Context: an optimization exercise on an open-source flow, tuned for small area, a short achievable clock period and few clock cycles per item. The choices shown serve that exercise and are no tape-out recipe. No run shown here included a check of the RTL's function; only the layout flow was run.

==> flow/design.v (outline; a module is shown in full before it is edited, if it fits) <==
// module booth_tree: 2483 lines
// module final_adder: 392 lines
// module mult_arbiter: 122 lines
module mult_arbiter #(
    parameter bit RR_EN = 1'b1
) (
    input  logic               clk,
    input  logic               rst,
    input  logic               req0_valid,
    input  logic signed [31:0] req0_a,
    input  logic signed [31:0] req0_b,
    output logic               req0_ready,
    input  logic               req1_valid,
    input  logic signed [31:0] req1_a,
    input  logic signed [31:0] req1_b,
    output logic               req1_ready,
    output logic               res_valid,
    input  logic               res_ready,
    output logic signed [63:0] res_data,
    output logic               res_id,
    output logic               busy
);
  // ...
==> flow/flow/run.sh <==
#!/bin/bash
# Standard ORFS layout (the standard.sh) with these changes:
#  - synthesis skips Yosys's internal "abc -fast" pre-mapping (synth -noabc),
#    so extract_fa maps the RTL's full adders without inverter pairs;
#  - the final abc mapping uses flow/abc.script (abc "map" instead of "&nf");
#  - port buffers use the smallest buffer cell (buf_1);
set -euo pipefail
HERE=$(pwd)
{
  sed -n '1s/-noshare {\*}/-noshare -noabc {*}/p' synth_recipe.tcl
  cat <<EOT
proc abc {args} {
  set i [lsearch -exact \$args -script]
  if {\$i >= 0} { set args [lreplace \$args [expr {\$i+1}] [expr {\$i+1}] $HERE/flow/abc.script] }
  yosys abc {*}\$args
}
EOT
  sed '1d' synth_recipe.tcl
} > flow_synth.tcl
grep -q -- '-noabc' flow_synth.tcl
sed "s#SYNTH_SCRIPT=[^ ]*#SYNTH_SCRIPT=$HERE/flow_synth.tcl#" standard.sh > flow_standard.sh
grep -q "SYNTH_SCRIPT=$HERE/flow_synth.tcl" flow_standard.sh
export BUFFER_PORTS_ARGS="-buffer_cell sky130_fd_sc_hd__buf_1"
EXTRA=()
if [[ -f flow/make_args.txt ]]; then
  while read -r l; do [[ -n "$l" ]] && EXTRA+=("$l"); done < flow/make_args.txt
fi
bash flow_standard.sh "${EXTRA[@]}" finish > flow_make.log 2>&1
==> flow/flow/abc.script <==
strash
dch
map -B 0.9
topo
stime -c
buffer -c
upsize -c
dnsize -c
==> flow/flow/make_args.txt <==
SETUP_SLACK_MARGIN=5.3
==> flow/standard.sh <==
#!/bin/bash
# synth_recipe.tcl (not shown) runs the flow's synth.tcl, then flattens the netlist and writes it again
# the make line also repeats each setting of config.mk as NAME=value (left out here)
make -C /OpenROAD-flow-scripts/flow DESIGN_CONFIG=/design/flow/config.mk WORK_HOME=/design/flow/orfs CLKGATE_MAP_FILE= SYNTH_SCRIPT=/design/flow/synth_recipe.tcl "${@:-finish}"
==> flow/config.mk <==
export PLATFORM = sky130hd
export DESIGN_NAME = mult_arbiter
export DESIGN_NICKNAME = mult_arbiter
export VERILOG_FILES = /design/flow/design.v
export SDC_FILE = /design/flow/constraint.sdc
export NUM_CORES = 4
export LEC_CHECK = 0
export CAP_MARGIN = 20
export CORE_MARGIN = 2
export CORE_UTILIZATION = 60
export SETUP_SLACK_MARGIN = 5
export SLEW_MARGIN = 20
==> flow/constraint.sdc <==
create_clock -name core_clock -period 10.0 [get_ports {clk}]
set_input_delay 2.0000 -clock core_clock [delete_from_list [all_inputs] [get_ports {clk}]]
set_output_delay 2.0000 -clock core_clock [all_outputs]
set_load 0.01 [all_outputs]
==> results.json, run 1 <==
{
  "crit_required_ns": 8.00,
  "final-setup-viol-count": 0,
  "area_growth_pct": 9.41,
  "multi_input_gates": 2268,
  "synthCells": 2933,
  "clkCellAreaFrac": 0.0190,
  "synth_most_common_cell": "xor2_1",
  "critPathArrivalTime_ns": 2.66,
  "synth_simple_gate_area_frac": 0.0696,
  "antenna_left": 0,
  "grt_max_degree": 73,
  "yosysTopAreaCell": "fa_1",
  "seq_share": 0.183,
  "use_met3": 0.112,
  "use_met2": 0.556,
  "status": "no timing/DRC/antenna violations",
  "reg2reg_to": "r_res_h1[15]",
  "synth_top_family_by_area": "adder cells",
  "clk_pin_slew_ns": 0.08,
  "drc": 0,
  "overflow": 0,
  "fin_skew_ns": 0.0270,
  "tns_ns": 0,
  "reg_top3": "r_res_h0 x43, r_res_h1 x43, r_a_n x32",
  "synth_cell_types": 47,
  "seq_cell_count": 194,
  "hold_ws_ns": 0.435,
  "post_drt_wl_per_cell_um": 25.3,
  "async_flop_share": 0.0258,
  "critPathSlowestCell": "and3_1",
  "synth-xor-area-share": 0.170,
  "end_kind": "primary output",
  "synth_compound_area_frac": 0.135,
  "dominant_cells": "multi-input combinational cells",
  "buffers": 304,
  "coreArea_mm2": 0.0477,
  "synth_top_area_share": 0.295,
  "synth_area_mm2": 0.0290,
  "slew_headroom": 0.384
}
==> module final_adder, before the edit <==
module final_adder (
    input  logic [43:0] i_x,
    input  logic [43:0] i_y,
    input  logic        i_c,
    output logic [43:0] o_s
);
    logic [43:0] w_p, w_g;
    assign w_p = i_x ^ i_y;
    assign w_g = i_x & i_y;
    logic w_G1, w_P1;
    logic w_G2, w_P2;
    logic w_G3, w_P3;
    logic w_G4, w_P4;
    logic w_G5, w_P5;
    logic w_G6, w_P6;
    logic w_G7, w_P7;
    logic w_G8, w_P8;
    logic w_G9, w_P9;
    logic w_G10, w_P10;
    logic w_G11, w_P11;
    logic w_G12, w_P12;
    logic w_G13, w_P13;
    logic w_G14, w_P14;
    logic w_G15, w_P15;
    logic w_G16, w_P16;
    logic w_G17, w_P17;
    logic w_G18, w_P18;
    logic w_G19, w_P19;
    logic w_G20, w_P20;
    logic w_G21, w_P21;
    logic w_G22, w_P22;
    logic w_G23, w_P23;
    logic w_G24, w_P24;
    logic w_G25, w_P25;
    logic w_G26, w_P26;
    logic w_G27, w_P27;
    logic w_G28, w_P28;
    logic w_G29, w_P29;
    logic w_G30, w_P30;
    logic w_G31, w_P31;
    logic w_G32, w_P32;
    logic w_G33, w_P33;
    logic w_G34, w_P34;
    logic w_G35, w_P35;
    logic w_G36, w_P36;
    logic w_G37, w_P37;
    logic w_G38, w_P38;
    logic w_G39, w_P39;
    logic w_G40, w_P40;
    logic w_G41, w_P41;
    logic w_G42, w_P42;
    logic w_G43, w_P43;
    logic w_G44, w_P44;
    logic w_G45, w_P45;
    logic w_G46, w_P46;
    logic w_G47, w_P47;
    logic w_G48, w_P48;
    logic w_G49, w_P49;
    logic w_G50, w_P50;
    logic w_G51, w_P51;
    logic w_G52, w_P52;
    logic w_G53, w_P53;
    logic w_G54, w_P54;
    logic w_G55, w_P55;
    logic w_G56, w_P56;
    logic w_G57, w_P57;
    logic w_G58, w_P58;
    logic w_G59, w_P59;
    logic w_G60, w_P60;
    logic w_G61, w_P61;
    logic w_G62, w_P62;
    logic w_G63, w_P63;
    logic w_G64, w_P64;
    logic w_G65, w_P65;
    logic w_G66, w_P66;
    logic w_G67, w_P67;
    logic w_G68, w_P68;
    logic w_G69, w_P69;
    logic w_G70, w_P70;
    logic w_G71, w_P71;
    logic w_G72, w_P72;
    logic w_G73, w_P73;
    logic w_G74, w_P74;
    logic w_G75, w_P75;
    logic w_G76, w_P76;
    logic w_G77, w_P77;
    logic w_G78, w_P78;
    logic w_G79, w_P79;
    logic w_G80, w_P80;
    logic w_G81, w_P81;
    logic w_G82, w_P82;
    logic w_G83, w_P83;
    logic w_G84, w_P84;
    logic w_G85, w_P85;
    logic w_G86, w_P86;
    logic w_G87, w_P87;
    logic w_G88, w_P88;
    logic w_G89, w_P89;
    logic w_G90, w_P90;
    logic w_G91, w_P91;
    logic w_G92, w_P92;
    logic w_G93, w_P93;
    logic w_G94, w_P94;
    logic w_G95, w_P95;
    logic w_G96, w_P96;
    logic w_G97, w_P97;
    logic w_G98, w_P98;
    logic w_G99, w_P99;
    logic w_G100, w_P100;
    logic w_G101, w_P101;
    logic w_G102, w_P102;
    logic w_G103, w_P103;
    logic w_G104, w_P104;
    logic w_G105, w_P105;
    logic w_G106, w_P106;
    logic w_G107, w_P107;
    logic w_G108, w_P108;
    logic w_G109, w_P109;
    logic w_G110, w_P110;
    logic w_G111, w_P111;
    logic w_G112, w_P112;
    assign w_G1 = w_g[1] | (w_p[1] & w_g[0]);
    assign w_P1 = w_p[1] & w_p[0];
    assign w_G2 = w_g[3] | (w_p[3] & w_g[2]);
    assign w_P2 = w_p[3] & w_p[2];
    assign w_G3 = w_g[5] | (w_p[5] & w_g[4]);
    assign w_P3 = w_p[5] & w_p[4];
    assign w_G4 = w_g[7] | (w_p[7] & w_g[6]);
    assign w_P4 = w_p[7] & w_p[6];
    assign w_G5 = w_g[9] | (w_p[9] & w_g[8]);
    assign w_P5 = w_p[9] & w_p[8];
    assign w_G6 = w_g[11] | (w_p[11] & w_g[10]);
    assign w_P6 = w_p[11] & w_p[10];
    assign w_G7 = w_g[13] | (w_p[13] & w_g[12]);
    assign w_P7 = w_p[13] & w_p[12];
    assign w_G8 = w_g[15] | (w_p[15] & w_g[14]);
    assign w_P8 = w_p[15] & w_p[14];
    assign w_G9 = w_g[17] | (w_p[17] & w_g[16]);
    assign w_P9 = w_p[17] & w_p[16];
    assign w_G10 = w_g[19] | (w_p[19] & w_g[18]);
    assign w_P10 = w_p[19] & w_p[18];
    assign w_G11 = w_g[21] | (w_p[21] & w_g[20]);
    assign w_P11 = w_p[21] & w_p[20];
    assign w_G12 = w_g[23] | (w_p[23] & w_g[22]);
    assign w_P12 = w_p[23] & w_p[22];
    assign w_G13 = w_g[25] | (w_p[25] & w_g[24]);
    assign w_P13 = w_p[25] & w_p[24];
    assign w_G14 = w_g[27] | (w_p[27] & w_g[26]);
    assign w_P14 = w_p[27] & w_p[26];
    assign w_G15 = w_g[29] | (w_p[29] & w_g[28]);
    assign w_P15 = w_p[29] & w_p[28];
    assign w_G16 = w_g[31] | (w_p[31] & w_g[30]);
    assign w_P16 = w_p[31] & w_p[30];
    assign w_G17 = w_g[33] | (w_p[33] & w_g[32]);
    assign w_P17 = w_p[33] & w_p[32];
    assign w_G18 = w_g[35] | (w_p[35] & w_g[34]);
    assign w_P18 = w_p[35] & w_p[34];
    assign w_G19 = w_g[37] | (w_p[37] & w_g[36]);
    assign w_P19 = w_p[37] & w_p[36];
    assign w_G20 = w_g[39] | (w_p[39] & w_g[38]);
    assign w_P20 = w_p[39] & w_p[38];
    assign w_G21 = w_g[41] | (w_p[41] & w_g[40]);
    assign w_P21 = w_p[41] & w_p[40];
    assign w_G22 = w_g[43] | (w_p[43] & w_g[42]);
    assign w_P22 = w_p[43] & w_p[42];
    assign w_G23 = w_g[2] | (w_p[2] & w_G1);
    assign w_P23 = w_p[2] & w_P1;
    assign w_G24 = w_G2 | (w_P2 & w_G1);
    assign w_P24 = w_P2 & w_P1;
    assign w_G25 = w_g[6] | (w_p[6] & w_G3);
    assign w_P25 = w_p[6] & w_P3;
    assign w_G26 = w_G4 | (w_P4 & w_G3);
    assign w_P26 = w_P4 & w_P3;
    assign w_G27 = w_g[10] | (w_p[10] & w_G5);
    assign w_P27 = w_p[10] & w_P5;
    assign w_G28 = w_G6 | (w_P6 & w_G5);
    assign w_P28 = w_P6 & w_P5;
    assign w_G29 = w_g[14] | (w_p[14] & w_G7);
    assign w_P29 = w_p[14] & w_P7;
    assign w_G30 = w_G8 | (w_P8 & w_G7);
    assign w_P30 = w_P8 & w_P7;
    assign w_G31 = w_g[18] | (w_p[18] & w_G9);
    assign w_P31 = w_p[18] & w_P9;
    assign w_G32 = w_G10 | (w_P10 & w_G9);
    assign w_P32 = w_P10 & w_P9;
    assign w_G33 = w_g[22] | (w_p[22] & w_G11);
    assign w_P33 = w_p[22] & w_P11;
    assign w_G34 = w_G12 | (w_P12 & w_G11);
    assign w_P34 = w_P12 & w_P11;
    assign w_G35 = w_g[26] | (w_p[26] & w_G13);
    assign w_P35 = w_p[26] & w_P13;
    assign w_G36 = w_G14 | (w_P14 & w_G13);
    assign w_P36 = w_P14 & w_P13;
    assign w_G37 = w_g[30] | (w_p[30] & w_G15);
    assign w_P37 = w_p[30] & w_P15;
    assign w_G38 = w_G16 | (w_P16 & w_G15);
    assign w_P38 = w_P16 & w_P15;
    assign w_G39 = w_g[34] | (w_p[34] & w_G17);
    assign w_P39 = w_p[34] & w_P17;
    assign w_G40 = w_G18 | (w_P18 & w_G17);
    assign w_P40 = w_P18 & w_P17;
    assign w_G41 = w_g[38] | (w_p[38] & w_G19);
    assign w_P41 = w_p[38] & w_P19;
    assign w_G42 = w_G20 | (w_P20 & w_G19);
    assign w_P42 = w_P20 & w_P19;
    assign w_G43 = w_g[42] | (w_p[42] & w_G21);
    assign w_P43 = w_p[42] & w_P21;
    assign w_G44 = w_G22 | (w_P22 & w_G21);
    assign w_P44 = w_P22 & w_P21;
    assign w_G45 = w_g[4] | (w_p[4] & w_G24);
    assign w_P45 = w_p[4] & w_P24;
    assign w_G46 = w_G3 | (w_P3 & w_G24);
    assign w_P46 = w_P3 & w_P24;
    assign w_G47 = w_G25 | (w_P25 & w_G24);
    assign w_P47 = w_P25 & w_P24;
    assign w_G48 = w_G26 | (w_P26 & w_G24);
    assign w_P48 = w_P26 & w_P24;
    assign w_G49 = w_g[12] | (w_p[12] & w_G28);
    assign w_P49 = w_p[12] & w_P28;
    assign w_G50 = w_G7 | (w_P7 & w_G28);
    assign w_P50 = w_P7 & w_P28;
    assign w_G51 = w_G29 | (w_P29 & w_G28);
    assign w_P51 = w_P29 & w_P28;
    assign w_G52 = w_G30 | (w_P30 & w_G28);
    assign w_P52 = w_P30 & w_P28;
    assign w_G53 = w_g[20] | (w_p[20] & w_G32);
    assign w_P53 = w_p[20] & w_P32;
    assign w_G54 = w_G11 | (w_P11 & w_G32);
    assign w_P54 = w_P11 & w_P32;
    assign w_G55 = w_G33 | (w_P33 & w_G32);
    assign w_P55 = w_P33 & w_P32;
    assign w_G56 = w_G34 | (w_P34 & w_G32);
    assign w_P56 = w_P34 & w_P32;
    assign w_G57 = w_g[28] | (w_p[28] & w_G36);
    assign w_P57 = w_p[28] & w_P36;
    assign w_G58 = w_G15 | (w_P15 & w_G36);
    assign w_P58 = w_P15 & w_P36;
    assign w_G59 = w_G37 | (w_P37 & w_G36);
    assign w_P59 = w_P37 & w_P36;
    assign w_G60 = w_G38 | (w_P38 & w_G36);
    assign w_P60 = w_P38 & w_P36;
    assign w_G61 = w_g[36] | (w_p[36] & w_G40);
    assign w_P61 = w_p[36] & w_P40;
    assign w_G62 = w_G19 | (w_P19 & w_G40);
    assign w_P62 = w_P19 & w_P40;
    assign w_G63 = w_G41 | (w_P41 & w_G40);
    assign w_P63 = w_P41 & w_P40;
    assign w_G64 = w_G42 | (w_P42 & w_G40);
    assign w_P64 = w_P42 & w_P40;
    assign w_G65 = w_g[8] | (w_p[8] & w_G48);
    assign w_P65 = w_p[8] & w_P48;
    assign w_G66 = w_G5 | (w_P5 & w_G48);
    assign w_P66 = w_P5 & w_P48;
    assign w_G67 = w_G27 | (w_P27 & w_G48);
    assign w_P67 = w_P27 & w_P48;
    assign w_G68 = w_G28 | (w_P28 & w_G48);
    assign w_P68 = w_P28 & w_P48;
    assign w_G69 = w_G49 | (w_P49 & w_G48);
    assign w_P69 = w_P49 & w_P48;
    assign w_G70 = w_G50 | (w_P50 & w_G48);
    assign w_P70 = w_P50 & w_P48;
    assign w_G71 = w_G51 | (w_P51 & w_G48);
    assign w_P71 = w_P51 & w_P48;
    assign w_G72 = w_G52 | (w_P52 & w_G48);
    assign w_P72 = w_P52 & w_P48;
    assign w_G73 = w_g[24] | (w_p[24] & w_G56);
    assign w_P73 = w_p[24] & w_P56;
    assign w_G74 = w_G13 | (w_P13 & w_G56);
    assign w_P74 = w_P13 & w_P56;
    assign w_G75 = w_G35 | (w_P35 & w_G56);
    assign w_P75 = w_P35 & w_P56;
    assign w_G76 = w_G36 | (w_P36 & w_G56);
    assign w_P76 = w_P36 & w_P56;
    assign w_G77 = w_G57 | (w_P57 & w_G56);
    assign w_P77 = w_P57 & w_P56;
    assign w_G78 = w_G58 | (w_P58 & w_G56);
    assign w_P78 = w_P58 & w_P56;
    assign w_G79 = w_G59 | (w_P59 & w_G56);
    assign w_P79 = w_P59 & w_P56;
    assign w_G80 = w_G60 | (w_P60 & w_G56);
    assign w_P80 = w_P60 & w_P56;
    assign w_G81 = w_g[40] | (w_p[40] & w_G64);
    assign w_P81 = w_p[40] & w_P64;
    assign w_G82 = w_G21 | (w_P21 & w_G64);
    assign w_P82 = w_P21 & w_P64;
    assign w_G83 = w_G43 | (w_P43 & w_G64);
    assign w_P83 = w_P43 & w_P64;
    assign w_G84 = w_G44 | (w_P44 & w_G64);
    assign w_P84 = w_P44 & w_P64;
    assign w_G85 = w_g[16] | (w_p[16] & w_G72);
    assign w_P85 = w_p[16] & w_P72;
    assign w_G86 = w_G9 | (w_P9 & w_G72);
    assign w_P86 = w_P9 & w_P72;
    assign w_G87 = w_G31 | (w_P31 & w_G72);
    assign w_P87 = w_P31 & w_P72;
    assign w_G88 = w_G32 | (w_P32 & w_G72);
    assign w_P88 = w_P32 & w_P72;
    assign w_G89 = w_G53 | (w_P53 & w_G72);
    assign w_P89 = w_P53 & w_P72;
    assign w_G90 = w_G54 | (w_P54 & w_G72);
    assign w_P90 = w_P54 & w_P72;
    assign w_G91 = w_G55 | (w_P55 & w_G72);
    assign w_P91 = w_P55 & w_P72;
    assign w_G92 = w_G56 | (w_P56 & w_G72);
    assign w_P92 = w_P56 & w_P72;
    assign w_G93 = w_G73 | (w_P73 & w_G72);
    assign w_P93 = w_P73 & w_P72;
    assign w_G94 = w_G74 | (w_P74 & w_G72);
    assign w_P94 = w_P74 & w_P72;
    assign w_G95 = w_G75 | (w_P75 & w_G72);
    assign w_P95 = w_P75 & w_P72;
    assign w_G96 = w_G76 | (w_P76 & w_G72);
    assign w_P96 = w_P76 & w_P72;
    assign w_G97 = w_G77 | (w_P77 & w_G72);
    assign w_P97 = w_P77 & w_P72;
    assign w_G98 = w_G78 | (w_P78 & w_G72);
    assign w_P98 = w_P78 & w_P72;
    assign w_G99 = w_G79 | (w_P79 & w_G72);
    assign w_P99 = w_P79 & w_P72;
    assign w_G100 = w_G80 | (w_P80 & w_G72);
    assign w_P100 = w_P80 & w_P72;
    assign w_G101 = w_g[32] | (w_p[32] & w_G100);
    assign w_P101 = w_p[32] & w_P100;
    assign w_G102 = w_G17 | (w_P17 & w_G100);
    assign w_P102 = w_P17 & w_P100;
    assign w_G103 = w_G39 | (w_P39 & w_G100);
    assign w_P103 = w_P39 & w_P100;
    assign w_G104 = w_G40 | (w_P40 & w_G100);
    assign w_P104 = w_P40 & w_P100;
    assign w_G105 = w_G61 | (w_P61 & w_G100);
    assign w_P105 = w_P61 & w_P100;
    assign w_G106 = w_G62 | (w_P62 & w_G100);
    assign w_P106 = w_P62 & w_P100;
    assign w_G107 = w_G63 | (w_P63 & w_G100);
    assign w_P107 = w_P63 & w_P100;
    assign w_G108 = w_G64 | (w_P64 & w_G100);
    assign w_P108 = w_P64 & w_P100;
    assign w_G109 = w_G81 | (w_P81 & w_G100);
    assign w_P109 = w_P81 & w_P100;
    assign w_G110 = w_G82 | (w_P82 & w_G100);
    assign w_P110 = w_P82 & w_P100;
    assign w_G111 = w_G83 | (w_P83 & w_G100);
    assign w_P111 = w_P83 & w_P100;
    assign w_G112 = w_G84 | (w_P84 & w_G100);
    assign w_P112 = w_P84 & w_P100;
    logic [43:0] w_cy;
    assign w_cy[0] = i_c;
    assign w_cy[1] = w_g[0] | (w_p[0] & i_c);
    assign w_cy[2] = w_G1 | (w_P1 & i_c);
    assign w_cy[3] = w_G23 | (w_P23 & i_c);
    assign w_cy[4] = w_G24 | (w_P24 & i_c);
    assign w_cy[5] = w_G45 | (w_P45 & i_c);
    assign w_cy[6] = w_G46 | (w_P46 & i_c);
    assign w_cy[7] = w_G47 | (w_P47 & i_c);
    assign w_cy[8] = w_G48 | (w_P48 & i_c);
    assign w_cy[9] = w_G65 | (w_P65 & i_c);
    assign w_cy[10] = w_G66 | (w_P66 & i_c);
    assign w_cy[11] = w_G67 | (w_P67 & i_c);
    assign w_cy[12] = w_G68 | (w_P68 & i_c);
    assign w_cy[13] = w_G69 | (w_P69 & i_c);
    assign w_cy[14] = w_G70 | (w_P70 & i_c);
    assign w_cy[15] = w_G71 | (w_P71 & i_c);
    assign w_cy[16] = w_G72 | (w_P72 & i_c);
    assign w_cy[17] = w_G85 | (w_P85 & i_c);
    assign w_cy[18] = w_G86 | (w_P86 & i_c);
    assign w_cy[19] = w_G87 | (w_P87 & i_c);
    assign w_cy[20] = w_G88 | (w_P88 & i_c);
    assign w_cy[21] = w_G89 | (w_P89 & i_c);
    assign w_cy[22] = w_G90 | (w_P90 & i_c);
    assign w_cy[23] = w_G91 | (w_P91 & i_c);
    assign w_cy[24] = w_G92 | (w_P92 & i_c);
    assign w_cy[25] = w_G93 | (w_P93 & i_c);
    assign w_cy[26] = w_G94 | (w_P94 & i_c);
    assign w_cy[27] = w_G95 | (w_P95 & i_c);
    assign w_cy[28] = w_G96 | (w_P96 & i_c);
    assign w_cy[29] = w_G97 | (w_P97 & i_c);
    assign w_cy[30] = w_G98 | (w_P98 & i_c);
    assign w_cy[31] = w_G99 | (w_P99 & i_c);
    assign w_cy[32] = w_G100 | (w_P100 & i_c);
    assign w_cy[33] = w_G101 | (w_P101 & i_c);
    assign w_cy[34] = w_G102 | (w_P102 & i_c);
    assign w_cy[35] = w_G103 | (w_P103 & i_c);
    assign w_cy[36] = w_G104 | (w_P104 & i_c);
    assign w_cy[37] = w_G105 | (w_P105 & i_c);
    assign w_cy[38] = w_G106 | (w_P106 & i_c);
    assign w_cy[39] = w_G107 | (w_P107 & i_c);
    assign w_cy[40] = w_G108 | (w_P108 & i_c);
    assign w_cy[41] = w_G109 | (w_P109 & i_c);
    assign w_cy[42] = w_G110 | (w_P110 & i_c);
    assign w_cy[43] = w_G111 | (w_P111 & i_c);
    assign o_s = w_p ^ w_cy;
endmodule
==> run 2: changes to the inputs <==
--- a/flow/design.v
+++ b/flow/design.v
@@ -2477,22 +2477,22 @@
     assign w_s959 = ~w_pp14[32] ^ w_pp15[30] ^ w_c842;
     assign w_c960 = (~w_pp14[32] & w_pp15[30]) | (~w_pp14[32] & w_c842) | (w_pp15[30] & w_c842);
     assign w_s961 = 1'b1 ^ w_pp15[31];
     assign w_c962 = 1'b1 & w_pp15[31];
     assign o_s0 = {1'b1, w_c962, w_c960, w_c958, w_c956, w_c954, w_c952, w_c950, w_c948, w_c946, w_c944, w_c942, w_c940, w_c938, w_c936, w_c934, w_c932, w_c930, w_c928, w_c926, w_c924, w_c922, w_c920, w_c918, w_c916, w_c914, w_c912, w_c910, w_c908, w_c906, w_c904, w_c902, w_c900, w_c898, w_c896, w_c894, w_c892, w_c890, w_c888, w_c886, w_c884, w_c882, w_c880, w_c878, w_c876, w_c874, w_c872, w_c870, w_c868, w_c866, w_c864, w_c862, w_c860, w_c858, w_c856, w_c854, w_c852, w_c850, w_c848, w_c846, w_c844, w_s843, w_pp0[1], w_neg[0]};
     assign o_s1 = {~w_pp15[32], w_s961, w_s959, w_s957, w_s955, w_s953, w_s951, w_s949, w_s947, w_s945, w_s943, w_s941, w_s939, w_s937, w_s935, w_s933, w_s931, w_s929, w_s927, w_s925, w_s923, w_s921, w_s919, w_s917, w_s915, w_s913, w_s911, w_s909, w_s907, w_s905, w_s903, w_s901, w_s899, w_s897, w_s895, w_s893, w_s891, w_s889, w_s887, w_s885, w_s883, w_s881, w_s879, w_s877, w_s875, w_s873, w_s871, w_s869, w_s867, w_s865, w_s863, w_s861, w_s859, w_s857, w_s855, w_s853, w_s851, w_s849, w_s847, w_s845, w_pp1[0], w_pp0[0]};
 endmodule
 module final_adder (
-    input  logic [43:0] i_x,
-    input  logic [43:0] i_y,
+    input  logic [45:0] i_x,
+    input  logic [45:0] i_y,
     input  logic        i_c,
-    output logic [43:0] o_s
+    output logic [45:0] o_s
 );
-    logic [43:0] w_p, w_g;
+    logic [45:0] w_p, w_g;
     assign w_p = i_x ^ i_y;
     assign w_g = i_x & i_y;
     logic w_G1, w_P1;
     logic w_G2, w_P2;
     logic w_G3, w_P3;
     logic w_G4, w_P4;
     logic w_G5, w_P5;
     logic w_G6, w_P6;
@@ -2597,16 +2597,23 @@
     logic w_G105, w_P105;
     logic w_G106, w_P106;
     logic w_G107, w_P107;
     logic w_G108, w_P108;
     logic w_G109, w_P109;
     logic w_G110, w_P110;
     logic w_G111, w_P111;
     logic w_G112, w_P112;
+    logic w_G113, w_P113;
+    logic w_G114, w_P114;
+    logic w_G115, w_P115;
+    logic w_G116, w_P116;
+    logic w_G117, w_P117;
+    logic w_G118, w_P118;
+    logic w_G119, w_P119;
     assign w_G1 = w_g[1] | (w_p[1] & w_g[0]);
     assign w_P1 = w_p[1] & w_p[0];
     assign w_G2 = w_g[3] | (w_p[3] & w_g[2]);
     assign w_P2 = w_p[3] & w_p[2];
     assign w_G3 = w_g[5] | (w_p[5] & w_g[4]);
     assign w_P3 = w_p[5] & w_p[4];
     assign w_G4 = w_g[7] | (w_p[7] & w_g[6]);
     assign w_P4 = w_p[7] & w_p[6];
@@ -2641,241 +2648,257 @@
     assign w_G19 = w_g[37] | (w_p[37] & w_g[36]);
     assign w_P19 = w_p[37] & w_p[36];
     assign w_G20 = w_g[39] | (w_p[39] & w_g[38]);
     assign w_P20 = w_p[39] & w_p[38];
     assign w_G21 = w_g[41] | (w_p[41] & w_g[40]);
     assign w_P21 = w_p[41] & w_p[40];
     assign w_G22 = w_g[43] | (w_p[43] & w_g[42]);
     assign w_P22 = w_p[43] & w_p[42];
-    assign w_G23 = w_g[2] | (w_p[2] & w_G1);
-    assign w_P23 = w_p[2] & w_P1;
-    assign w_G24 = w_G2 | (w_P2 & w_G1);
-    assign w_P24 = w_P2 & w_P1;
-    assign w_G25 = w_g[6] | (w_p[6] & w_G3);
-    assign w_P25 = w_p[6] & w_P3;
-    assign w_G26 = w_G4 | (w_P4 & w_G3);
-    assign w_P26 = w_P4 & w_P3;
-    assign w_G27 = w_g[10] | (w_p[10] & w_G5);
-    assign w_P27 = w_p[10] & w_P5;
-    assign w_G28 = w_G6 | (w_P6 & w_G5);
-    assign w_P28 = w_P6 & w_P5;
-    assign w_G29 = w_g[14] | (w_p[14] & w_G7);
-    assign w_P29 = w_p[14] & w_P7;
-    assign w_G30 = w_G8 | (w_P8 & w_G7);
-    assign w_P30 = w_P8 & w_P7;
-    assign w_G31 = w_g[18] | (w_p[18] & w_G9);
-    assign w_P31 = w_p[18] & w_P9;
-    assign w_G32 = w_G10 | (w_P10 & w_G9);
-    assign w_P32 = w_P10 & w_P9;
-    assign w_G33 = w_g[22] | (w_p[22] & w_G11);
-    assign w_P33 = w_p[22] & w_P11;
-    assign w_G34 = w_G12 | (w_P12 & w_G11);
-    assign w_P34 = w_P12 & w_P11;
-    assign w_G35 = w_g[26] | (w_p[26] & w_G13);
-    assign w_P35 = w_p[26] & w_P13;
-    assign w_G36 = w_G14 | (w_P14 & w_G13);
-    assign w_P36 = w_P14 & w_P13;
-    assign w_G37 = w_g[30] | (w_p[30] & w_G15);
-    assign w_P37 = w_p[30] & w_P15;
-    assign w_G38 = w_G16 | (w_P16 & w_G15);
-    assign w_P38 = w_P16 & w_P15;
-    assign w_G39 = w_g[34] | (w_p[34] & w_G17);
-    assign w_P39 = w_p[34] & w_P17;
-    assign w_G40 = w_G18 | (w_P18 & w_G17);
-    assign w_P40 = w_P18 & w_P17;
-    assign w_G41 = w_g[38] | (w_p[38] & w_G19);
-    assign w_P41 = w_p[38] & w_P19;
-    assign w_G42 = w_G20 | (w_P20 & w_G19);
-    assign w_P42 = w_P20 & w_P19;
-    assign w_G43 = w_g[42] | (w_p[42] & w_G21);
-    assign w_P43 = w_p[42] & w_P21;
-    assign w_G44 = w_G22 | (w_P22 & w_G21);
-    assign w_P44 = w_P22 & w_P21;
-    assign w_G45 = w_g[4] | (w_p[4] & w_G24);
-    assign w_P45 = w_p[4] & w_P24;
-    assign w_G46 = w_G3 | (w_P3 & w_G24);
-    assign w_P46 = w_P3 & w_P24;
-    assign w_G47 = w_G25 | (w_P25 & w_G24);
-    assign w_P47 = w_P25 & w_P24;
-    assign w_G48 = w_G26 | (w_P26 & w_G24);
-    assign w_P48 = w_P26 & w_P24;
-    assign w_G49 = w_g[12] | (w_p[12] & w_G28);
-    assign w_P49 = w_p[12] & w_P28;
-    assign w_G50 = w_G7 | (w_P7 & w_G28);
-    assign w_P50 = w_P7 & w_P28;
-    assign w_G51 = w_G29 | (w_P29 & w_G28);
-    assign w_P51 = w_P29 & w_P28;
-    assign w_G52 = w_G30 | (w_P30 & w_G28);
-    assign w_P52 = w_P30 & w_P28;
-    assign w_G53 = w_g[20] | (w_p[20] & w_G32);
-    assign w_P53 = w_p[20] & w_P32;
-    assign w_G54 = w_G11 | (w_P11 & w_G32);
-    assign w_P54 = w_P11 & w_P32;
-    assign w_G55 = w_G33 | (w_P33 & w_G32);
-    assign w_P55 = w_P33 & w_P32;
-    assign w_G56 = w_G34 | (w_P34 & w_G32);
-    assign w_P56 = w_P34 & w_P32;
-    assign w_G57 = w_g[28] | (w_p[28] & w_G36);
-    assign w_P57 = w_p[28] & w_P36;
-    assign w_G58 = w_G15 | (w_P15 & w_G36);
-    assign w_P58 = w_P15 & w_P36;
-    assign w_G59 = w_G37 | (w_P37 & w_G36);
-    assign w_P59 = w_P37 & w_P36;
-    assign w_G60 = w_G38 | (w_P38 & w_G36);
-    assign w_P60 = w_P38 & w_P36;
-    assign w_G61 = w_g[36] | (w_p[36] & w_G40);
-    assign w_P61 = w_p[36] & w_P40;
-    assign w_G62 = w_G19 | (w_P19 & w_G40);
-    assign w_P62 = w_P19 & w_P40;
-    assign w_G63 = w_G41 | (w_P41 & w_G40);
-    assign w_P63 = w_P41 & w_P40;
-    assign w_G64 = w_G42 | (w_P42 & w_G40);
-    assign w_P64 = w_P42 & w_P40;
-    assign w_G65 = w_g[8] | (w_p[8] & w_G48);
-    assign w_P65 = w_p[8] & w_P48;
-    assign w_G66 = w_G5 | (w_P5 & w_G48);
-    assign w_P66 = w_P5 & w_P48;
-    assign w_G67 = w_G27 | (w_P27 & w_G48);
-    assign w_P67 = w_P27 & w_P48;
-    assign w_G68 = w_G28 | (w_P28 & w_G48);
-    assign w_P68 = w_P28 & w_P48;
-    assign w_G69 = w_G49 | (w_P49 & w_G48);
-    assign w_P69 = w_P49 & w_P48;
-    assign w_G70 = w_G50 | (w_P50 & w_G48);
-    assign w_P70 = w_P50 & w_P48;
-    assign w_G71 = w_G51 | (w_P51 & w_G48);
-    assign w_P71 = w_P51 & w_P48;
-    assign w_G72 = w_G52 | (w_P52 & w_G48);
-    assign w_P72 = w_P52 & w_P48;
-    assign w_G73 = w_g[24] | (w_p[24] & w_G56);
-    assign w_P73 = w_p[24] & w_P56;
-    assign w_G74 = w_G13 | (w_P13 & w_G56);
-    assign w_P74 = w_P13 & w_P56;
-    assign w_G75 = w_G35 | (w_P35 & w_G56);
-    assign w_P75 = w_P35 & w_P56;
-    assign w_G76 = w_G36 | (w_P36 & w_G56);
-    assign w_P76 = w_P36 & w_P56;
-    assign w_G77 = w_G57 | (w_P57 & w_G56);
-    assign w_P77 = w_P57 & w_P56;
-    assign w_G78 = w_G58 | (w_P58 & w_G56);
-    assign w_P78 = w_P58 & w_P56;
-    assign w_G79 = w_G59 | (w_P59 & w_G56);
-    assign w_P79 = w_P59 & w_P56;
-    assign w_G80 = w_G60 | (w_P60 & w_G56);
-    assign w_P80 = w_P60 & w_P56;
-    assign w_G81 = w_g[40] | (w_p[40] & w_G64);
-    assign w_P81 = w_p[40] & w_P64;
-    assign w_G82 = w_G21 | (w_P21 & w_G64);
-    assign w_P82 = w_P21 & w_P64;
-    assign w_G83 = w_G43 | (w_P43 & w_G64);
-    assign w_P83 = w_P43 & w_P64;
-    assign w_G84 = w_G44 | (w_P44 & w_G64);
-    assign w_P84 = w_P44 & w_P64;
-    assign w_G85 = w_g[16] | (w_p[16] & w_G72);
-    assign w_P85 = w_p[16] & w_P72;
-    assign w_G86 = w_G9 | (w_P9 & w_G72);
-    assign w_P86 = w_P9 & w_P72;
-    assign w_G87 = w_G31 | (w_P31 & w_G72);
-    assign w_P87 = w_P31 & w_P72;
-    assign w_G88 = w_G32 | (w_P32 & w_G72);
-    assign w_P88 = w_P32 & w_P72;
-    assign w_G89 = w_G53 | (w_P53 & w_G72);
-    assign w_P89 = w_P53 & w_P72;
-    assign w_G90 = w_G54 | (w_P54 & w_G72);
-    assign w_P90 = w_P54 & w_P72;
-    assign w_G91 = w_G55 | (w_P55 & w_G72);
-    assign w_P91 = w_P55 & w_P72;
-    assign w_G92 = w_G56 | (w_P56 & w_G72);
-    assign w_P92 = w_P56 & w_P72;
-    assign w_G93 = w_G73 | (w_P73 & w_G72);
-    assign w_P93 = w_P73 & w_P72;
-    assign w_G94 = w_G74 | (w_P74 & w_G72);
-    assign w_P94 = w_P74 & w_P72;
-    assign w_G95 = w_G75 | (w_P75 & w_G72);
-    assign w_P95 = w_P75 & w_P72;
-    assign w_G96 = w_G76 | (w_P76 & w_G72);
-    assign w_P96 = w_P76 & w_P72;
-    assign w_G97 = w_G77 | (w_P77 & w_G72);
-    assign w_P97 = w_P77 & w_P72;
-    assign w_G98 = w_G78 | (w_P78 & w_G72);
-    assign w_P98 = w_P78 & w_P72;
-    assign w_G99 = w_G79 | (w_P79 & w_G72);
-    assign w_P99 = w_P79 & w_P72;
-    assign w_G100 = w_G80 | (w_P80 & w_G72);
-    assign w_P100 = w_P80 & w_P72;
-    assign w_G101 = w_g[32] | (w_p[32] & w_G100);
-    assign w_P101 = w_p[32] & w_P100;
-    assign w_G102 = w_G17 | (w_P17 & w_G100);
-    assign w_P102 = w_P17 & w_P100;
-    assign w_G103 = w_G39 | (w_P39 & w_G100);
-    assign w_P103 = w_P39 & w_P100;
-    assign w_G104 = w_G40 | (w_P40 & w_G100);
-    assign w_P104 = w_P40 & w_P100;
-    assign w_G105 = w_G61 | (w_P61 & w_G100);
-    assign w_P105 = w_P61 & w_P100;
-    assign w_G106 = w_G62 | (w_P62 & w_G100);
-    assign w_P106 = w_P62 & w_P100;
-    assign w_G107 = w_G63 | (w_P63 & w_G100);
-    assign w_P107 = w_P63 & w_P100;
-    assign w_G108 = w_G64 | (w_P64 & w_G100);
-    assign w_P108 = w_P64 & w_P100;
-    assign w_G109 = w_G81 | (w_P81 & w_G100);
-    assign w_P109 = w_P81 & w_P100;
-    assign w_G110 = w_G82 | (w_P82 & w_G100);
-    assign w_P110 = w_P82 & w_P100;
-    assign w_G111 = w_G83 | (w_P83 & w_G100);
-    assign w_P111 = w_P83 & w_P100;
-    assign w_G112 = w_G84 | (w_P84 & w_G100);
-    assign w_P112 = w_P84 & w_P100;
-    logic [43:0] w_cy;
+    assign w_G23 = w_g[45] | (w_p[45] & w_g[44]);
+    assign w_P23 = w_p[45] & w_p[44];
+    assign w_G24 = w_g[2] | (w_p[2] & w_G1);
+    assign w_P24 = w_p[2] & w_P1;
+    assign w_G25 = w_G2 | (w_P2 & w_G1);
+    assign w_P25 = w_P2 & w_P1;
+    assign w_G26 = w_g[6] | (w_p[6] & w_G3);
+    assign w_P26 = w_p[6] & w_P3;
+    assign w_G27 = w_G4 | (w_P4 & w_G3);
+    assign w_P27 = w_P4 & w_P3;
+    assign w_G28 = w_g[10] | (w_p[10] & w_G5);
+    assign w_P28 = w_p[10] & w_P5;
+    assign w_G29 = w_G6 | (w_P6 & w_G5);
+    assign w_P29 = w_P6 & w_P5;
+    assign w_G30 = w_g[14] | (w_p[14] & w_G7);
+    assign w_P30 = w_p[14] & w_P7;
+    assign w_G31 = w_G8 | (w_P8 & w_G7);
+    assign w_P31 = w_P8 & w_P7;
+    assign w_G32 = w_g[18] | (w_p[18] & w_G9);
+    assign w_P32 = w_p[18] & w_P9;
+    assign w_G33 = w_G10 | (w_P10 & w_G9);
+    assign w_P33 = w_P10 & w_P9;
+    assign w_G34 = w_g[22] | (w_p[22] & w_G11);
+    assign w_P34 = w_p[22] & w_P11;
+    assign w_G35 = w_G12 | (w_P12 & w_G11);
+    assign w_P35 = w_P12 & w_P11;
+    assign w_G36 = w_g[26] | (w_p[26] & w_G13);
+    assign w_P36 = w_p[26] & w_P13;
+    assign w_G37 = w_G14 | (w_P14 & w_G13);
+    assign w_P37 = w_P14 & w_P13;
+    assign w_G38 = w_g[30] | (w_p[30] & w_G15);
+    assign w_P38 = w_p[30] & w_P15;
+    assign w_G39 = w_G16 | (w_P16 & w_G15);
+    assign w_P39 = w_P16 & w_P15;
+    assign w_G40 = w_g[34] | (w_p[34] & w_G17);
+    assign w_P40 = w_p[34] & w_P17;
+    assign w_G41 = w_G18 | (w_P18 & w_G17);
+    assign w_P41 = w_P18 & w_P17;
+    assign w_G42 = w_g[38] | (w_p[38] & w_G19);
+    assign w_P42 = w_p[38] & w_P19;
+    assign w_G43 = w_G20 | (w_P20 & w_G19);
+    assign w_P43 = w_P20 & w_P19;
+    assign w_G44 = w_g[42] | (w_p[42] & w_G21);
+    assign w_P44 = w_p[42] & w_P21;
+    assign w_G45 = w_G22 | (w_P22 & w_G21);
+    assign w_P45 = w_P22 & w_P21;
+    assign w_G46 = w_g[4] | (w_p[4] & w_G25);
+    assign w_P46 = w_p[4] & w_P25;
+    assign w_G47 = w_G3 | (w_P3 & w_G25);
+    assign w_P47 = w_P3 & w_P25;
+    assign w_G48 = w_G26 | (w_P26 & w_G25);
+    assign w_P48 = w_P26 & w_P25;
+    assign w_G49 = w_G27 | (w_P27 & w_G25);
+    assign w_P49 = w_P27 & w_P25;
+    assign w_G50 = w_g[12] | (w_p[12] & w_G29);
+    assign w_P50 = w_p[12] & w_P29;
+    assign w_G51 = w_G7 | (w_P7 & w_G29);
+    assign w_P51 = w_P7 & w_P29;
+    assign w_G52 = w_G30 | (w_P30 & w_G29);
+    assign w_P52 = w_P30 & w_P29;
+    assign w_G53 = w_G31 | (w_P31 & w_G29);
+    assign w_P53 = w_P31 & w_P29;
+    assign w_G54 = w_g[20] | (w_p[20] & w_G33);
+    assign w_P54 = w_p[20] & w_P33;
+    assign w_G55 = w_G11 | (w_P11 & w_G33);
+    assign w_P55 = w_P11 & w_P33;
+    assign w_G56 = w_G34 | (w_P34 & w_G33);
+    assign w_P56 = w_P34 & w_P33;
+    assign w_G57 = w_G35 | (w_P35 & w_G33);
+    assign w_P57 = w_P35 & w_P33;
+    assign w_G58 = w_g[28] | (w_p[28] & w_G37);
+    assign w_P58 = w_p[28] & w_P37;
+    assign w_G59 = w_G15 | (w_P15 & w_G37);
+    assign w_P59 = w_P15 & w_P37;
+    assign w_G60 = w_G38 | (w_P38 & w_G37);
+    assign w_P60 = w_P38 & w_P37;
+    assign w_G61 = w_G39 | (w_P39 & w_G37);
+    assign w_P61 = w_P39 & w_P37;
+    assign w_G62 = w_g[36] | (w_p[36] & w_G41);
+    assign w_P62 = w_p[36] & w_P41;
+    assign w_G63 = w_G19 | (w_P19 & w_G41);
+    assign w_P63 = w_P19 & w_P41;
+    assign w_G64 = w_G42 | (w_P42 & w_G41);
+    assign w_P64 = w_P42 & w_P41;
+    assign w_G65 = w_G43 | (w_P43 & w_G41);
+    assign w_P65 = w_P43 & w_P41;
+    assign w_G66 = w_g[44] | (w_p[44] & w_G45);
+    assign w_P66 = w_p[44] & w_P45;
+    assign w_G67 = w_G23 | (w_P23 & w_G45);
+    assign w_P67 = w_P23 & w_P45;
+    assign w_G68 = w_g[8] | (w_p[8] & w_G49);
+    assign w_P68 = w_p[8] & w_P49;
+    assign w_G69 = w_G5 | (w_P5 & w_G49);
+    assign w_P69 = w_P5 & w_P49;
+    assign w_G70 = w_G28 | (w_P28 & w_G49);
+    assign w_P70 = w_P28 & w_P49;
+    assign w_G71 = w_G29 | (w_P29 & w_G49);
+    assign w_P71 = w_P29 & w_P49;
+    assign w_G72 = w_G50 | (w_P50 & w_G49);
+    assign w_P72 = w_P50 & w_P49;
+    assign w_G73 = w_G51 | (w_P51 & w_G49);
+    assign w_P73 = w_P51 & w_P49;
+    assign w_G74 = w_G52 | (w_P52 & w_G49);
+    assign w_P74 = w_P52 & w_P49;
+    assign w_G75 = w_G53 | (w_P53 & w_G49);
+    assign w_P75 = w_P53 & w_P49;
+    assign w_G76 = w_g[24] | (w_p[24] & w_G57);
+    assign w_P76 = w_p[24] & w_P57;
+    assign w_G77 = w_G13 | (w_P13 & w_G57);
+    assign w_P77 = w_P13 & w_P57;
+    assign w_G78 = w_G36 | (w_P36 & w_G57);
+    assign w_P78 = w_P36 & w_P57;
+    assign w_G79 = w_G37 | (w_P37 & w_G57);
+    assign w_P79 = w_P37 & w_P57;
+    assign w_G80 = w_G58 | (w_P58 & w_G57);
+    assign w_P80 = w_P58 & w_P57;
+    assign w_G81 = w_G59 | (w_P59 & w_G57);
+    assign w_P81 = w_P59 & w_P57;
+    assign w_G82 = w_G60 | (w_P60 & w_G57);
+    assign w_P82 = w_P60 & w_P57;
+    assign w_G83 = w_G61 | (w_P61 & w_G57);
+    assign w_P83 = w_P61 & w_P57;
+    assign w_G84 = w_g[40] | (w_p[40] & w_G65);
+    assign w_P84 = w_p[40] & w_P65;
+    assign w_G85 = w_G21 | (w_P21 & w_G65);
+    assign w_P85 = w_P21 & w_P65;
+    assign w_G86 = w_G44 | (w_P44 & w_G65);
+    assign w_P86 = w_P44 & w_P65;
+    assign w_G87 = w_G45 | (w_P45 & w_G65);
+    assign w_P87 = w_P45 & w_P65;
+    assign w_G88 = w_G66 | (w_P66 & w_G65);
+    assign w_P88 = w_P66 & w_P65;
+    assign w_G89 = w_G67 | (w_P67 & w_G65);
+    assign w_P89 = w_P67 & w_P65;
+    assign w_G90 = w_g[16] | (w_p[16] & w_G75);
+    assign w_P90 = w_p[16] & w_P75;
+    assign w_G91 = w_G9 | (w_P9 & w_G75);
+    assign w_P91 = w_P9 & w_P75;
+    assign w_G92 = w_G32 | (w_P32 & w_G75);
+    assign w_P92 = w_P32 & w_P75;
+    assign w_G93 = w_G33 | (w_P33 & w_G75);
+    assign w_P93 = w_P33 & w_P75;
+    assign w_G94 = w_G54 | (w_P54 & w_G75);
+    assign w_P94 = w_P54 & w_P75;
+    assign w_G95 = w_G55 | (w_P55 & w_G75);
+    assign w_P95 = w_P55 & w_P75;
+    assign w_G96 = w_G56 | (w_P56 & w_G75);
+    assign w_P96 = w_P56 & w_P75;
+    assign w_G97 = w_G57 | (w_P57 & w_G75);
+    assign w_P97 = w_P57 & w_P75;
+    assign w_G98 = w_G76 | (w_P76 & w_G75);
+    assign w_P98 = w_P76 & w_P75;
+    assign w_G99 = w_G77 | (w_P77 & w_G75);
+    assign w_P99 = w_P77 & w_P75;
+    assign w_G100 = w_G78 | (w_P78 & w_G75);
+    assign w_P100 = w_P78 & w_P75;
+    assign w_G101 = w_G79 | (w_P79 & w_G75);
+    assign w_P101 = w_P79 & w_P75;
+    assign w_G102 = w_G80 | (w_P80 & w_G75);
+    assign w_P102 = w_P80 & w_P75;
+    assign w_G103 = w_G81 | (w_P81 & w_G75);
+    assign w_P103 = w_P81 & w_P75;
+    assign w_G104 = w_G82 | (w_P82 & w_G75);
+    assign w_P104 = w_P82 & w_P75;
+    assign w_G105 = w_G83 | (w_P83 & w_G75);
+    assign w_P105 = w_P83 & w_P75;
+    assign w_G106 = w_g[32] | (w_p[32] & w_G105);
+    assign w_P106 = w_p[32] & w_P105;
+    assign w_G107 = w_G17 | (w_P17 & w_G105);
+    assign w_P107 = w_P17 & w_P105;
+    assign w_G108 = w_G40 | (w_P40 & w_G105);
+    assign w_P108 = w_P40 & w_P105;
+    assign w_G109 = w_G41 | (w_P41 & w_G105);
+    assign w_P109 = w_P41 & w_P105;
+    assign w_G110 = w_G62 | (w_P62 & w_G105);
+    assign w_P110 = w_P62 & w_P105;
+    assign w_G111 = w_G63 | (w_P63 & w_G105);
+    assign w_P111 = w_P63 & w_P105;
+    assign w_G112 = w_G64 | (w_P64 & w_G105);
+    assign w_P112 = w_P64 & w_P105;
+    assign w_G113 = w_G65 | (w_P65 & w_G105);
+    assign w_P113 = w_P65 & w_P105;
+    assign w_G114 = w_G84 | (w_P84 & w_G105);
+    assign w_P114 = w_P84 & w_P105;
+    assign w_G115 = w_G85 | (w_P85 & w_G105);
+    assign w_P115 = w_P85 & w_P105;
+    assign w_G116 = w_G86 | (w_P86 & w_G105);
+    assign w_P116 = w_P86 & w_P105;
+    assign w_G117 = w_G87 | (w_P87 & w_G105);
+    assign w_P117 = w_P87 & w_P105;
+    assign w_G118 = w_G88 | (w_P88 & w_G105);
+    assign w_P118 = w_P88 & w_P105;
+    assign w_G119 = w_G89 | (w_P89 & w_G105);
+    assign w_P119 = w_P89 & w_P105;
+    logic [45:0] w_cy;
     assign w_cy[0] = i_c;
     assign w_cy[1] = w_g[0] | (w_p[0] & i_c);
     assign w_cy[2] = w_G1 | (w_P1 & i_c);
-    assign w_cy[3] = w_G23 | (w_P23 & i_c);
-    assign w_cy[4] = w_G24 | (w_P24 & i_c);
-    assign w_cy[5] = w_G45 | (w_P45 & i_c);
-    assign w_cy[6] = w_G46 | (w_P46 & i_c);
-    assign w_cy[7] = w_G47 | (w_P47 & i_c);
-    assign w_cy[8] = w_G48 | (w_P48 & i_c);
-    assign w_cy[9] = w_G65 | (w_P65 & i_c);
-    assign w_cy[10] = w_G66 | (w_P66 & i_c);
-    assign w_cy[11] = w_G67 | (w_P67 & i_c);
-    assign w_cy[12] = w_G68 | (w_P68 & i_c);
-    assign w_cy[13] = w_G69 | (w_P69 & i_c);
-    assign w_cy[14] = w_G70 | (w_P70 & i_c);
-    assign w_cy[15] = w_G71 | (w_P71 & i_c);
-    assign w_cy[16] = w_G72 | (w_P72 & i_c);
-    assign w_cy[17] = w_G85 | (w_P85 & i_c);
-    assign w_cy[18] = w_G86 | (w_P86 & i_c);
-    assign w_cy[19] = w_G87 | (w_P87 & i_c);
-    assign w_cy[20] = w_G88 | (w_P88 & i_c);
-    assign w_cy[21] = w_G89 | (w_P89 & i_c);
-    assign w_cy[22] = w_G90 | (w_P90 & i_c);
-    assign w_cy[23] = w_G91 | (w_P91 & i_c);
-    assign w_cy[24] = w_G92 | (w_P92 & i_c);
-    assign w_cy[25] = w_G93 | (w_P93 & i_c);
-    assign w_cy[26] = w_G94 | (w_P94 & i_c);
-    assign w_cy[27] = w_G95 | (w_P95 & i_c);
-    assign w_cy[28] = w_G96 | (w_P96 & i_c);
-    assign w_cy[29] = w_G97 | (w_P97 & i_c);
-    assign w_cy[30] = w_G98 | (w_P98 & i_c);
-    assign w_cy[31] = w_G99 | (w_P99 & i_c);
-    assign w_cy[32] = w_G100 | (w_P100 & i_c);
-    assign w_cy[33] = w_G101 | (w_P101 & i_c);
-    assign w_cy[34] = w_G102 | (w_P102 & i_c);
-    assign w_cy[35] = w_G103 | (w_P103 & i_c);
-    assign w_cy[36] = w_G104 | (w_P104 & i_c);
-    assign w_cy[37] = w_G105 | (w_P105 & i_c);
-    assign w_cy[38] = w_G106 | (w_P106 & i_c);
-    assign w_cy[39] = w_G107 | (w_P107 & i_c);
-    assign w_cy[40] = w_G108 | (w_P108 & i_c);
-    assign w_cy[41] = w_G109 | (w_P109 & i_c);
-    assign w_cy[42] = w_G110 | (w_P110 & i_c);
-    assign w_cy[43] = w_G111 | (w_P111 & i_c);
+    assign w_cy[3] = w_G24 | (w_P24 & i_c);
+    assign w_cy[4] = w_G25 | (w_P25 & i_c);
+    assign w_cy[5] = w_G46 | (w_P46 & i_c);
+    assign w_cy[6] = w_G47 | (w_P47 & i_c);
+    assign w_cy[7] = w_G48 | (w_P48 & i_c);
+    assign w_cy[8] = w_G49 | (w_P49 & i_c);
+    assign w_cy[9] = w_G68 | (w_P68 & i_c);
+    assign w_cy[10] = w_G69 | (w_P69 & i_c);
+    assign w_cy[11] = w_G70 | (w_P70 & i_c);
+    assign w_cy[12] = w_G71 | (w_P71 & i_c);
+    assign w_cy[13] = w_G72 | (w_P72 & i_c);
+    assign w_cy[14] = w_G73 | (w_P73 & i_c);
+    assign w_cy[15] = w_G74 | (w_P74 & i_c);
+    assign w_cy[16] = w_G75 | (w_P75 & i_c);
+    assign w_cy[17] = w_G90 | (w_P90 & i_c);
+    assign w_cy[18] = w_G91 | (w_P91 & i_c);
+    assign w_cy[19] = w_G92 | (w_P92 & i_c);
+    assign w_cy[20] = w_G93 | (w_P93 & i_c);
+    assign w_cy[21] = w_G94 | (w_P94 & i_c);
+    assign w_cy[22] = w_G95 | (w_P95 & i_c);
+    assign w_cy[23] = w_G96 | (w_P96 & i_c);
+    assign w_cy[24] = w_G97 | (w_P97 & i_c);
+    assign w_cy[25] = w_G98 | (w_P98 & i_c);
+    assign w_cy[26] = w_G99 | (w_P99 & i_c);
+    assign w_cy[27] = w_G100 | (w_P100 & i_c);
+    assign w_cy[28] = w_G101 | (w_P101 & i_c);
+    assign w_cy[29] = w_G102 | (w_P102 & i_c);
+    assign w_cy[30] = w_G103 | (w_P103 & i_c);
+    assign w_cy[31] = w_G104 | (w_P104 & i_c);
+    assign w_cy[32] = w_G105 | (w_P105 & i_c);
+    assign w_cy[33] = w_G106 | (w_P106 & i_c);
+    assign w_cy[34] = w_G107 | (w_P107 & i_c);
+    assign w_cy[35] = w_G108 | (w_P108 & i_c);
+    assign w_cy[36] = w_G109 | (w_P109 & i_c);
+    assign w_cy[37] = w_G110 | (w_P110 & i_c);
+    assign w_cy[38] = w_G111 | (w_P111 & i_c);
+    assign w_cy[39] = w_G112 | (w_P112 & i_c);
+    assign w_cy[40] = w_G113 | (w_P113 & i_c);
+    assign w_cy[41] = w_G114 | (w_P114 & i_c);
+    assign w_cy[42] = w_G115 | (w_P115 & i_c);
+    assign w_cy[43] = w_G116 | (w_P116 & i_c);
+    assign w_cy[44] = w_G117 | (w_P117 & i_c);
+    assign w_cy[45] = w_G118 | (w_P118 & i_c);
     assign o_s = w_p ^ w_cy;
 endmodule
 module mult_arbiter #(
     parameter bit RR_EN = 1'b1
 ) (
     input  logic               clk,
     input  logic               rst,
     input  logic               req0_valid,
@@ -2898,33 +2921,33 @@
     logic        [31:0] r_a_n;
     logic        [15:0] r_one_n;
     logic        [15:0] r_two_n;
     logic        [15:0] r_neg;
     logic               r_res_valid;
     logic               r_room;
     logic               r_turn;
     logic               r_res_id;
-    logic      [20-1:0] r_res_lo;
+    logic      [18-1:0] r_res_lo;
     logic               r_res_lc;
-    logic      [63-20:0] r_res_h0;
-    logic      [43-1:0] r_res_h1;
+    logic      [63-18:0] r_res_h0;
+    logic      [45-1:0] r_res_h1;
     logic               w_turn;
     logic               w_pick1;
     logic               w_v1_next;
     logic               w_res_valid_next;
     logic               w_s1_free;
     logic               w_accept;
     logic               w_load_out;
     logic        [63:0] w_s0;
     logic      [62-1:0] w_s1;
     logic        [63:0] w_s1_x;
-    logic      [20-1:0] w_lo;
+    logic      [18-1:0] w_lo;
     logic               w_lo_c;
-    logic      [63-20:0] w_h1_x;
+    logic      [63-18:0] w_h1_x;
     logic        [31:0] w_b;
     logic        [32:0] w_bx;
     logic        [15:0] w_one;
     logic        [15:0] w_two;
     logic        [15:0] w_neg;
     assign w_turn     = RR_EN ? !r_last_grant : 1'b0;
     assign w_pick1    = req1_valid && (!req0_valid || w_turn);
     assign w_load_out = r_v1 && (!r_res_valid || res_ready);
@@ -2971,27 +2994,27 @@
             r_one_n <= ~w_one;
             r_two_n <= ~w_two;
             r_neg <= w_neg;
             r_id1 <= w_pick1;
         end
         if (w_load_out) begin
             r_res_lo   <= w_lo;
             r_res_lc   <= w_lo_c;
-            r_res_h0   <= w_s0[63:20];
-            r_res_h1   <= {w_s1[61], w_s1[60], w_s1[59], w_s1[58], w_s1[57], w_s1[56], w_s1[55], w_s1[54], w_s1[53], w_s1[52], w_s1[51], w_s1[50], w_s1[49], w_s1[48], w_s1[47], w_s1[46], w_s1[45], w_s1[44], w_s1[43], w_s1[42], w_s1[41], w_s1[40], w_s1[39], w_s1[38], w_s1[37], w_s1[36], w_s1[35], w_s1[34], w_s1[33], w_s1[32], w_s1[31], w_s1[30], w_s1[29], w_s1[28], w_s1[27], w_s1[26], w_s1[25], w_s1[24], w_s1[23], w_s1[22], w_s1[21], w_s1[20], w_s1[19]};
+            r_res_h0   <= w_s0[63:18];
+            r_res_h1   <= {w_s1[61], w_s1[60], w_s1[59], w_s1[58], w_s1[57], w_s1[56], w_s1[55], w_s1[54], w_s1[53], w_s1[52], w_s1[51], w_s1[50], w_s1[49], w_s1[48], w_s1[47], w_s1[46], w_s1[45], w_s1[44], w_s1[43], w_s1[42], w_s1[41], w_s1[40], w_s1[39], w_s1[38], w_s1[37], w_s1[36], w_s1[35], w_s1[34], w_s1[33], w_s1[32], w_s1[31], w_s1[30], w_s1[29], w_s1[28], w_s1[27], w_s1[26], w_s1[25], w_s1[24], w_s1[23], w_s1[22], w_s1[21], w_s1[20], w_s1[19], w_s1[18], w_s1[17]};
             r_res_id   <= r_id1;
         end
     end
     assign res_valid = r_res_valid;
     assign w_s1_x = {1'b0, w_s1[61], w_s1[60], w_s1[59], w_s1[58], w_s1[57], w_s1[56], w_s1[55], w_s1[54], w_s1[53], w_s1[52], w_s1[51], w_s1[50], w_s1[49], w_s1[48], w_s1[47], w_s1[46], w_s1[45], w_s1[44], w_s1[43], w_s1[42], w_s1[41], w_s1[40], w_s1[39], w_s1[38], w_s1[37], w_s1[36], w_s1[35], w_s1[34], w_s1[33], w_s1[32], w_s1[31], w_s1[30], w_s1[29], w_s1[28], w_s1[27], w_s1[26], w_s1[25], w_s1[24], w_s1[23], w_s1[22], w_s1[21], w_s1[20], w_s1[19], w_s1[18], w_s1[17], w_s1[16], w_s1[15], w_s1[14], w_s1[13], w_s1[12], w_s1[11], w_s1[10], w_s1[9], w_s1[8], w_s1[7], w_s1[6], w_s1[5], w_s1[4], w_s1[3], w_s1[2], w_s1[1], 1'b0, w_s1[0]};
-    assign {w_lo_c, w_lo} = w_s0[20-1:0] + w_s1_x[20-1:0];
-    assign w_h1_x = {1'b0, r_res_h1[42], r_res_h1[41], r_res_h1[40], r_res_h1[39], r_res_h1[38], r_res_h1[37], r_res_h1[36], r_res_h1[35], r_res_h1[34], r_res_h1[33], r_res_h1[32], r_res_h1[31], r_res_h1[30], r_res_h1[29], r_res_h1[28], r_res_h1[27], r_res_h1[26], r_res_h1[25], r_res_h1[24], r_res_h1[23], r_res_h1[22], r_res_h1[21], r_res_h1[20], r_res_h1[19], r_res_h1[18], r_res_h1[17], r_res_h1[16], r_res_h1[15], r_res_h1[14], r_res_h1[13], r_res_h1[12], r_res_h1[11], r_res_h1[10], r_res_h1[9], r_res_h1[8], r_res_h1[7], r_res_h1[6], r_res_h1[5], r_res_h1[4], r_res_h1[3], r_res_h1[2], r_res_h1[1], r_res_h1[0]};
+    assign {w_lo_c, w_lo} = w_s0[18-1:0] + w_s1_x[18-1:0];
+    assign w_h1_x = {1'b0, r_res_h1[44], r_res_h1[43], r_res_h1[42], r_res_h1[41], r_res_h1[40], r_res_h1[39], r_res_h1[38], r_res_h1[37], r_res_h1[36], r_res_h1[35], r_res_h1[34], r_res_h1[33], r_res_h1[32], r_res_h1[31], r_res_h1[30], r_res_h1[29], r_res_h1[28], r_res_h1[27], r_res_h1[26], r_res_h1[25], r_res_h1[24], r_res_h1[23], r_res_h1[22], r_res_h1[21], r_res_h1[20], r_res_h1[19], r_res_h1[18], r_res_h1[17], r_res_h1[16], r_res_h1[15], r_res_h1[14], r_res_h1[13], r_res_h1[12], r_res_h1[11], r_res_h1[10], r_res_h1[9], r_res_h1[8], r_res_h1[7], r_res_h1[6], r_res_h1[5], r_res_h1[4], r_res_h1[3], r_res_h1[2], r_res_h1[1], r_res_h1[0]};
     final_adder u_add (
         .i_x (r_res_h0),
         .i_y (w_h1_x),
         .i_c (r_res_lc),
-        .o_s (res_data[63:20])
+        .o_s (res_data[63:18])
     );
-    assign res_data[20-1:0] = r_res_lo;
+    assign res_data[18-1:0] = r_res_lo;
     assign res_id    = r_res_id;
     assign busy      = r_v1 || r_res_valid;
 endmodule
==> run 2 against run 1 <==
Effect of this change: synthesized area is 0.36% higher; utilization rose by 0.28 points; still clean; sequential cell count grew 2; synthesized cell count increased by 0.58%; largest cell class unchanged; via count up 1.1%.
==> results.json, run 2 <==
{
  "firstDrtPassIters": 6,
  "grt_pass1_wl_um": 144000,
  "slowest_delay_ns": 0.43,
  "cts-buffers-inserted": 17,
  "max_cap_violations": 0,
  "n_antenna_cell": 0,
  "synth_area_leaders": "fa_1 (29%), edfxtp_1 (20%), xor2_1 (17%)",
  "end_kind": "primary output",
  "coreArea_mm2": 0.0478,
  "cts_tree": "built",
  "drive_gt1_frac": 0.105,
  "post_drt_wl_per_cell_um": 26.2,
  "antenna_left": 0,
  "io_pins": 202,
  "dieArea_mm2": 0.0503,
  "worst_slack_ns": 5.31,
  "finalNetCount": 3689,
  "fp.dieH_um": 224,
  "routed_wl_um": 95000,
  "ctsHoldBuffers": 0,
  "start_util": 0.609,
  "synth-edff-count": 191,
  "critPathArrivalTime_ns": 2.69,
  "ys_seq_area_frac": 0.201,
  "hold_viol_final": 0,
  "insertion_delay_ns": 0.51,
  "status": "no timing/DRC/antenna violations",
  "hold_class": "reg -> reg",
  "synth_most_common_cell": "xor2_1",
  "path_class": "reg -> out",
  "grt_max_degree": 83,
  "yosysTopAreaCell": "fa_1",
  "seq_area_mm2": 0.00586,
  "tns_ns": 0,
  "async_flop_share": 0.0255,
  "antenna_found_initial": 2,
  "clk_pin_slew_ns": 0.08,
  "drt_iter0_markers": 2898,
  "critPathSlowestCell": "edfxtp_1",
  "path_cells": "ha_4 -> nand2_4 -> nor2_4 -> nand2_4 -> nor2_4 -> nand2_2 -> nand3_2 -> nor2_4 -> buf_12 -> nand2_8 -> nand2_1 -> nand2_1 -> nand2_1 -> nand2_1 -> buf_2",
  "path_common_cell": "nand2_1",
  "area_growth_pct": 9.70,
  "gp_congestion": 0.912,
  "dp_hpwl_um": 62400,
  "drc": 0,
  "final_cell_mix": "xor2_1 (557), o22ai_1 (498), fa_1 (428)",
  "slew_headroom": 0.447,
  "portBuffers": 201,
  "viasPerCell": 6.62,
  "crit_required_ns": 8.00,
  "pre_cts_slack_ns": 5.19,
  "final_common_cell": "xor2_1",
  "reg_top3": "r_res_h0 x45, r_res_h1 x45, r_a_n x32",
  "r2r_setup_slack_ns": 5.39,
  "grt_usage": 0.380,
  "postSynthAreaPerCell_um2": 9.87,
  "syn_nets": 3638,
  "synth_cell_types": 45,
  "final-setup-viol-count": 0,
  "grt_pass1_vias": 24800,
  "synth_area_mm2": 0.0291,
  "ys.flop_type": "edfxtp_1",
  "placedInstanceArea_mm2": 0.0302,
  "synth_warnings": 1,
  "cp_max_fo": 7,
  "worst_slew_pin_slew_ns": 0.829,
  "rsz0062_at_grt": "yes",
  "overflow": 0,
  "finalCritPeriodShare": 0.469,
  "synth_top_area_share": 0.294,
  "max_freq_mhz": 213,
  "dr_total_vias": 24000,
  "clock_path_buffers": 2,
  "multi_input_area_mm2": 0.0223,
  "synth_seq_cells": 196,
  "synthCells": 2950,
  "netlist_top_cells_count": "xor2_1 (557), o22ai_1 (499), fa_1 (428)",
  "critPathLaunchType": "flip-flop",
  "drv_slew": 0,
  "period_minus_slack_ns": 4.69,
  "htreeDepth": 4,
  "final_area_mm2": 0.0319,
  "fin_skew_ns": 0.0236,
  "num_rows": 80,
  "fillers": 3793,
  "cts_num_sinks": 196,
  "fp.dieW_um": 224,
  "cts_root_buf": "clkbuf_16"
}
run 2: cell families after synthesis:
logic type               share of synthesized area
XOR/XNOR                                     0.168
flip-flops                                   0.201
multiplexers                                0.0117
AO/OA/AOI/OAI                                0.135
adder cells (fa/ha/maj)                      0.349
buffers and inverters                       0.0631
AND/OR/NAND/NOR                             0.0718
run 2: area by class of cell:
cell class / instances / share of cell area
multi-input cells: 2276 / 0.697
flip-flops and latches: 196 / 0.184
repair buffers: 317 / 0.0553
well taps: 615 / 0.0241
inverters: 193 / 0.0228
clock buffers: 18 / 0.0134
clock inverters: 12 / 0.00372
run 2: worst max-delay path, delay by kind of cell (launching register included):
family        cells  cell delay [ns]
simple gates     12             1.12
flops             1             0.43
fa+ha+maj         1             0.34
buf+inv           2             0.29
run 2: path summary, 6_finish.rpt:
| kind | from | endpoint | depth (start not counted) |
|---|---|---|---|
| max | r_res_h0[13] | res_data[56] | 15 |
| min | r_id1 | r_res_id | 0 |
| max reg2reg | r_a_n[31] | r_res_h1[17] | 10 |
| min reg2reg | r_id1 | r_res_id | 0 |
| max in group asynchronous | rst | r_room | 2 |
| min in group asynchronous | rst | r_res_valid | 2 |
run 2: what timing repair did:
action	in CTS	in global routing
gates resized for setup	66	114
pin swaps	17	35
buffers inserted	17	14
cloned	1	0
endpoints found under the setup margin	40	47
run 2: routing by layer:
layer	part of all wire	track usage	vias up
met5	0.00033	0	-
met4	0.030	0.135	4
met3	0.13	0.118	262
met2	0.45	0.582	1707
met1	0.39	0.513	11900
li1	-	-	10200
run 2: metrics by stage:
stage               hold WS (ns)  cells   util
global route               0.515   3627  0.668
detailed placement         0.474   3565  0.631
global placement           0.505   3563  0.631
CTS                        0.516   3613  0.653
finish                     0.507   3627  0.668
floorplan                  0.400   2950      -

## afterwards: timing with drivers on the ports
In the flow no input, the clock included, has a driving cell. The finished layouts below were timed again as built, in two steps.
Step 1 assumes that a clkbuf_16 drives the clock port and a buf_2 every other input.
Step 2 also shifts input and output timing later by t, the mid clock arrival at the registers, as if the neighbouring blocks saw the same clock.
Slacks: no drivers / after step 1 / after step 2; pairs: no drivers / after step 1.
| run | t (ns) | setup slack, ns | worst hold slack (ns) | clock arrival spread, ns | worst data-port slew with drivers (ns) |
|---|---|---|---|---|---|
| run 1 | 0.565 | 5.345 / 5.286 / 5.338 | 0.435 / 0.435 / 0.435 | 0.027 / 0.027 | 0.06 |
| run 2 | 0.555 | 5.313 / 5.254 / 5.099 | 0.507 / 0.507 / 0.507 | 0.024 / 0.024 | 0.05 |
After both steps every run listed still meets setup and hold. The setup slack of run 2, which loses most, moves by -0.059 ns with the drivers and by -0.214 ns with both steps.
